Source: an optimization exercise on an open RTL-to-GDS flow (aim: small area and few clock cycles). Production flows keep margins and buffers that such runs may drop. The RTL was checked by simulation tests, not by an equivalence proof against the original design. Power is estimated from default activity; no workload was simulated. No driver is modelled on the clock port, so clocking that relies on it looks cheaper here than on a real chip.

## grouped_fifo_queue
module grouped_fifo_queue (
	input  logic                           clk,
	input  logic                           arst_n,
	input  logic                           in_valid,
	output logic                           in_ready,
	input  logic                           kind,
	input  logic [gfq_pkg::ID_BITS-1:0]    member_id,
	input  logic [gfq_pkg::GROUP_BITS-1:0] group,
	output logic                           out_valid,
	input  logic                           out_ready,
	output logic [gfq_pkg::STATUS_BITS-1:0] status,
	output logic [gfq_pkg::ID_BITS-1:0]    out_id
);
export LEC_CHECK = 0
export CAP_MARGIN = 10
export CORE_MARGIN = 2
export CORE_UTILIZATION = 65
export PLACE_DENSITY = 0.7
export SLEW_MARGIN = 10
create_clock -name core_clock -period 8.0 [get_ports {clk}]
standard.sh (not shown) runs the stock make flow with config.mk's settings and CLKGATE_MAP_FILE= SYNTH_SCRIPT=/design/flow/synth_recipe.tcl, a recipe that flattens the netlist after the stock synthesis.
==> flow/flow/run.sh <==
#!/bin/bash
# Standard layout, except that clock tree synthesis inserts no dummy loads
# (cells added only to balance the tree) and clusters more sinks per buffer.
set -euo pipefail
export CTS_ARGS="-sink_clustering_enable -repair_clock_nets -dont_use_dummy_load -buf_list sky130_fd_sc_hd__clkbuf_16 -sink_clustering_size 24 -sink_clustering_max_diameter 90"
bash standard.sh > standard.log 2>&1
The baseline completed with no timing, DRC or antenna violations.
Testbench counts at the start, summed over its fixed seeds: cycles 32,008.
Then changed:
==> flow/flow/run.sh (replaced) <==
#!/bin/bash
# Standard layout, except that clock tree synthesis inserts no dummy loads
# (cells added only to balance the tree) and clusters more sinks per buffer.
set -euo pipefail
export CTS_ARGS="-sink_clustering_enable -repair_clock_nets -dont_use_dummy_load -buf_list sky130_fd_sc_hd__clkbuf_16 -sink_clustering_size 32 -sink_clustering_max_diameter 70"
bash standard.sh > standard.log 2>&1
- CAP_MARGIN: 10 -> 20
- CORE_UTILIZATION: 65 -> 40
- PLACE_DENSITY: 0.7 -> 0.45
- SLEW_MARGIN: 10 -> 20
=> Non-clock buffer count climbs by 33. Total power went up by 8.7%. Worst hold slack loses 0.021 ns. Worst setup slack gets better by 0.17 ns. Via count shrinks by 1.7%. Die area came out higher by 62%. Critical path depth came out lower by 2. Clock power rises by 43%. Maximum frequency increases by 2.4%. Synthesized area stays the same.

========
Starting RTL as in the previous note.
export LEC_CHECK = 0
export CAP_MARGIN = 20
export CORE_MARGIN = 2
export CORE_UTILIZATION = 65
export PLACE_DENSITY = 0.7
export SLEW_MARGIN = 20
create_clock -name core_clock -period 8.0 [get_ports {clk}]
==> flow/flow/run.sh <==
#!/bin/bash
# Standard layout, except that clock tree synthesis inserts no dummy loads
# (cells added only to balance the tree) and clusters more sinks per buffer.
set -euo pipefail
export CTS_ARGS="-sink_clustering_enable -repair_clock_nets -dont_use_dummy_load -buf_list sky130_fd_sc_hd__clkbuf_16 -sink_clustering_size 30 -sink_clustering_max_diameter 100"
bash standard.sh > standard.log 2>&1
The starting point passed the timing, DRC and antenna checks.
Testbench counts at the start, summed over its fixed seeds: cycles 32,008.
==> next run, changes <==
==> flow/flow/run.sh (replaced) <==
#!/bin/bash
# Standard layout, except that clock tree synthesis inserts no dummy loads
# (cells added only to balance the tree) and clusters more sinks per buffer.
set -euo pipefail
export CTS_ARGS="-sink_clustering_enable -repair_clock_nets -dont_use_dummy_load -buf_list sky130_fd_sc_hd__clkbuf_16 -sink_clustering_size 24 -sink_clustering_max_diameter 90"
bash standard.sh > standard.log 2>&1
- CORE_UTILIZATION: 65 -> 55
- PLACE_DENSITY: 0.7 -> 0.6
=> Critical path depth rises by 2. Routed wire length rises by a few percent. Count of clock-buffer cells in the layout rises by 10. Core utilization falls by 10 points. Power rises slightly. Cell area rises slightly. Cell count rises by a few percent. Synthesized area stays the same. Hold slack improved by 0.017 ns.
==> next run, changes <==
==> flow/run.sh (new file) <==
#!/bin/bash
# synth_recipe.tcl (not shown) runs the flow's synth.tcl, then flattens the netlist and writes it again
# the make line also repeats each setting of config.mk as NAME=value (left out here)
make -C /OpenROAD-flow-scripts/flow DESIGN_CONFIG=/design/flow/config.mk WORK_HOME=/design/flow/orfs CLKGATE_MAP_FILE= SYNTH_SCRIPT=/design/flow/synth_recipe.tcl finish
- CORE_UTILIZATION: 55 -> 40
- CTS_BUF_LIST: not set -> sky130_fd_sc_hd__clkbuf_16
- CTS_CLUSTER_DIAMETER: not set -> 90
- CTS_CLUSTER_SIZE: not set -> 24
- PLACE_DENSITY: 0.6 -> 0.45
removed: flow/flow/run.sh
removed: flow/standard.sh
Clock power went up by about a fifth.
Utilization went down by 15 points.
Clock skew went down by 0.040 ns.
Wire length went up by about a fifth.
Setup slack got worse by 0.033 ns.
Cell count went up by a little under a tenth.
Sequential share of layout area went down by 0.83 points.
==> next run, changes <==
==> flow/flow/run.sh (new file) <==
#!/bin/bash
# Standard layout, except that clock tree synthesis inserts no dummy loads
# (cells added only to balance the tree) and clusters more sinks per buffer.
set -euo pipefail
export CTS_ARGS="-sink_clustering_enable -repair_clock_nets -dont_use_dummy_load -buf_list sky130_fd_sc_hd__clkbuf_16 -sink_clustering_size 24 -sink_clustering_max_diameter 90"
bash standard.sh > standard.log 2>&1
==> flow/standard.sh (new file) <==
#!/bin/bash
# synth_recipe.tcl (not shown) runs the flow's synth.tcl, then flattens the netlist and writes it again
# the make line also repeats each setting of config.mk as NAME=value (left out here)
make -C /OpenROAD-flow-scripts/flow DESIGN_CONFIG=/design/flow/config.mk WORK_HOME=/design/flow/orfs CLKGATE_MAP_FILE= SYNTH_SCRIPT=/design/flow/synth_recipe.tcl "${@:-finish}"
- CORE_UTILIZATION: 40 -> 65
- CTS_BUF_LIST: sky130_fd_sc_hd__clkbuf_16 -> not set
- CTS_CLUSTER_DIAMETER: 90 -> not set
- CTS_CLUSTER_SIZE: 24 -> not set
- PLACE_DENSITY: 0.45 -> 0.7
removed: flow/run.sh
What happened:
- The new run produced a clean layout
- maximum frequency falls by 3.0%
- routed wire length falls by 19%
- clock power falls by 15%
- final cell count falls by 9.7%
- clock skew rises by 0.026 ns
- cell area falls by 2.7%
- clock-buffer cell count falls by 6
- worst hold slack got worse by 0.021 ns
- register-to-register slack improved by 0.03 ns
- combinational power falls by about 3%

========
The RTL this note starts from:
==> flow/design.v <==
package gfq_pkg;
	localparam int CAPACITY    = 64;
	localparam int NUM_GROUPS  = 16;
	localparam int ID_BITS     = 16;
	localparam int GROUP_BITS  = 5;
	localparam int STATUS_BITS = 3;
	localparam int SLOT_W = (CAPACITY > 1) ? $clog2(CAPACITY) : 1;
	localparam int FCNT_W = $clog2(CAPACITY + 1);
	localparam int GRP_W  = (NUM_GROUPS > 1) ? $clog2(NUM_GROUPS) : 1;
	localparam int OCNT_W = $clog2(NUM_GROUPS + 1);
	typedef enum logic [STATUS_BITS-1:0] {
		ST_ENQUEUED = 3'd0,
		ST_IGNORED  = 3'd1,
		ST_DROPPED  = 3'd2,
		ST_DEQUEUED = 3'd3,
		ST_EMPTY    = 3'd4
	} status_t;
	function automatic logic [SLOT_W-1:0] slot_inc(input logic [SLOT_W-1:0] v);
		slot_inc = (v == SLOT_W'(CAPACITY - 1)) ? '0 : v + SLOT_W'(1);
	endfunction
	function automatic logic [GRP_W-1:0] grp_inc(input logic [GRP_W-1:0] v);
		grp_inc = (v == GRP_W'(NUM_GROUPS - 1)) ? '0 : v + GRP_W'(1);
	endfunction
endpackage
import gfq_pkg::*;
module grouped_fifo_queue (
	input  logic                           clk,
	input  logic                           arst_n,
	input  logic                           in_valid,
	output logic                           in_ready,
	input  logic                           kind,
	input  logic [gfq_pkg::ID_BITS-1:0]    member_id,
	input  logic [gfq_pkg::GROUP_BITS-1:0] group,
	output logic                           out_valid,
	input  logic                           out_ready,
	output logic [gfq_pkg::STATUS_BITS-1:0] status,
	output logic [gfq_pkg::ID_BITS-1:0]    out_id
);
	logic [ID_BITS-1:0] data_q  [CAPACITY];
	logic [FCNT_W-1:0]  end_q   [NUM_GROUPS];
	logic [FCNT_W-1:0]  count_q;
	logic               out_valid_q;
	logic [STATUS_BITS-1:0] status_q;
	logic [ID_BITS-1:0] out_id_q;
	logic               fire, grp_ok, full, empty, do_enq, do_deq, g_ne;
	logic [GRP_W-1:0]   enq_g;
	logic [FCNT_W-1:0]  g_end, ins_pos, after_pos, count_p1;
	logic [STATUS_BITS-1:0] res_status;
	assign in_ready  = !out_valid_q || out_ready;
	assign fire      = in_valid && in_ready;
	assign out_valid = out_valid_q;
	assign status    = status_q;
	assign out_id    = out_id_q;
	assign grp_ok = (group != '0) && (group <= GROUP_BITS'(NUM_GROUPS));
	assign enq_g  = GRP_W'(group - GROUP_BITS'(1));
	assign full   = (count_q == FCNT_W'(CAPACITY));
	assign empty  = (count_q == '0);
	assign do_enq = fire && !kind && grp_ok && !full;
	assign do_deq = fire && kind && !empty;
	assign g_end     = end_q[enq_g];
	assign g_ne      = (g_end != '0);
	assign ins_pos   = g_ne ? g_end : count_q;
	assign after_pos = g_ne ? g_end - FCNT_W'(1) : count_q;
	assign count_p1  = count_q + FCNT_W'(1);
	always_comb begin
		if (!kind) begin
			if (!grp_ok)
				res_status = gfq_pkg::ST_IGNORED;
			else if (full)
				res_status = gfq_pkg::ST_DROPPED;
			else
				res_status = gfq_pkg::ST_ENQUEUED;
		end else begin
			res_status = empty ? gfq_pkg::ST_EMPTY : gfq_pkg::ST_DEQUEUED;
		end
	end
	logic [FCNT_W-1:0] end_nxt [NUM_GROUPS];
	always_comb begin
		for (int g = 0; g < NUM_GROUPS; g++) begin
			logic up, dn, ld;
			logic [FCNT_W:0] uc, dc;
			up = do_enq && (end_q[g] > after_pos);
			dn = do_deq && (end_q[g] != '0);
			ld = do_enq && !g_ne && (GRP_W'(g) == enq_g);
			uc[0] = 1'b1;
			dc[0] = 1'b1;
			for (int k = 0; k < FCNT_W; k++) begin
				uc[k+1] = uc[k] & end_q[g][k];
				dc[k+1] = dc[k] & ~end_q[g][k];
			end
			for (int k = 0; k < FCNT_W; k++)
				end_nxt[g][k] = (end_q[g][k] ^ ((up & uc[k]) | (dn & dc[k])))
				              | (ld & count_p1[k]);
		end
	end
	logic [CAPACITY-1:0] sel_dn, sel_up, sel_new, sel_hold, at_or_past;
	always_comb begin
		for (int i = 0; i < CAPACITY; i++)
			at_or_past[i] = (FCNT_W'(i) >= ins_pos);
		for (int i = 0; i < CAPACITY; i++) begin
			logic past;
			past        = (i > 0) ? at_or_past[(i + CAPACITY - 1) % CAPACITY] : 1'b0;
			sel_dn[i]   = do_deq;
			sel_up[i]   = do_enq && past;
			sel_new[i]  = do_enq && at_or_past[i] && !past;
			sel_hold[i] = !(do_deq || (do_enq && at_or_past[i]));
		end
	end
	always_ff @(posedge clk) begin
		for (int i = 0; i < CAPACITY; i++) begin
			data_q[i] <= ({ID_BITS{sel_hold[i]}} & data_q[i])
			           | ({ID_BITS{sel_dn[i]}}   & ((i < CAPACITY - 1) ? data_q[(i + 1) % CAPACITY] : member_id))
			           | ({ID_BITS{sel_up[i]}}   & ((i > 0) ? data_q[(i + CAPACITY - 1) % CAPACITY] : member_id))
			           | ({ID_BITS{sel_new[i]}}  & member_id);
		end
	end
	always_ff @(posedge clk or negedge arst_n) begin
		if (!arst_n) begin
			for (int g = 0; g < NUM_GROUPS; g++)
				end_q[g] <= '0;
			count_q     <= '0;
			out_valid_q <= 1'b0;
		end else begin
			for (int g = 0; g < NUM_GROUPS; g++)
				end_q[g] <= end_nxt[g];
			if (do_deq)
				count_q <= count_q - FCNT_W'(1);
			else if (do_enq)
				count_q <= count_p1;
			if (fire)
				out_valid_q <= 1'b1;
			else if (out_ready)
				out_valid_q <= 1'b0;
		end
	end
	always_ff @(posedge clk) begin
		if (fire) begin
			status_q <= res_status;
			out_id_q <= (res_status == gfq_pkg::ST_DEQUEUED) ? data_q[0] : '0;
		end
	end
endmodule
clock: 8.0 ns
lec_check: 0
cap_margin: 20
core_margin: 2
core_utilization: 40
place_density: 0.45
slew_margin: 20
==> flow/flow/run.sh <==
#!/bin/bash
# Standard layout, except that clock tree synthesis inserts no dummy loads
# (cells added only to balance the tree) and clusters more sinks per buffer.
set -euo pipefail
export CTS_ARGS="-sink_clustering_enable -repair_clock_nets -dont_use_dummy_load -buf_list sky130_fd_sc_hd__clkbuf_16 -sink_clustering_size 24 -sink_clustering_max_diameter 90"
bash standard.sh > standard.log 2>&1
The starting point passed the timing, DRC and antenna checks.
Testbench counts at the start, summed over its fixed seeds: cycles 32,008.
Edit:
==> flow/flow/run.sh (replaced) <==
#!/bin/bash
# Standard layout, except that clock tree synthesis inserts no dummy loads
# (cells added only to balance the tree) and clusters more sinks per buffer.
set -euo pipefail
export CTS_ARGS="-sink_clustering_enable -repair_clock_nets -dont_use_dummy_load -buf_list sky130_fd_sc_hd__clkbuf_16 -sink_clustering_size 30 -sink_clustering_max_diameter 100"
bash standard.sh > standard.log 2>&1
--- a/flow/config.mk
+++ b/flow/config.mk
@@ -9,4 +9,4 @@
 export CORE_MARGIN = 2
-export CORE_UTILIZATION = 40
-export PLACE_DENSITY = 0.45
+export CORE_UTILIZATION = 55
+export PLACE_DENSITY = 0.6
 export SLEW_MARGIN = 20
What happened: The changed run ran to the end with no violations. Worst hold slack improved by 0.011 ns. Clock power went down by about 14%. Design area went down by about 2%. Synthesized cell count does not change. Routed wire length shrinks by 15%. Area after synthesis does not change. Total power decreases by about 4%. Fmax stays flat. Utilization rose by 15 points.

==> afterwards: timing with drivers on the ports <==
The results above use ideal ports. As a check the final layouts listed here were re-extracted and re-timed, cells and wires unchanged.
Step 1 assumes that a clkbuf_16 drives the clock port and a buf_2 every other input.
Step 2 also shifts input and output timing later by t, the mid clock arrival at the registers, as if the neighbouring blocks saw the same clock.
Three values: ideal, step 1, step 2; two values: the first two.
run | shift t [ns] | setup WS [ns] | worst slew at a driven data input, ns
the first run of note 1 | 0.721 | 0.806 / 0.807 / 0.087 | 0.07
the second run of note 1 | 0.782 | 0.973 / 1.025 / 0.243 | 0.06
the first run of note 2 | 0.697 | 0.718 / 0.726 / 0.029 | 0.06
the second run of note 2 | 0.758 | 1.056 / 1.069 / 0.311 | 0.06
the third run of note 2 | 0.799 | 1.023 / 1.078 / 0.278 | 0.06
the fourth run of note 2 | 0.714 | 0.804 / 0.811 / 0.098 | 0.06
the first run of note 3 | 0.779 | 0.999 / 1.054 / 0.275 | 0.06
the second run of note 3 | 0.743 | 0.991 / 1.002 / 0.259 | 0.06
After both steps setup and hold are still met in every run listed.
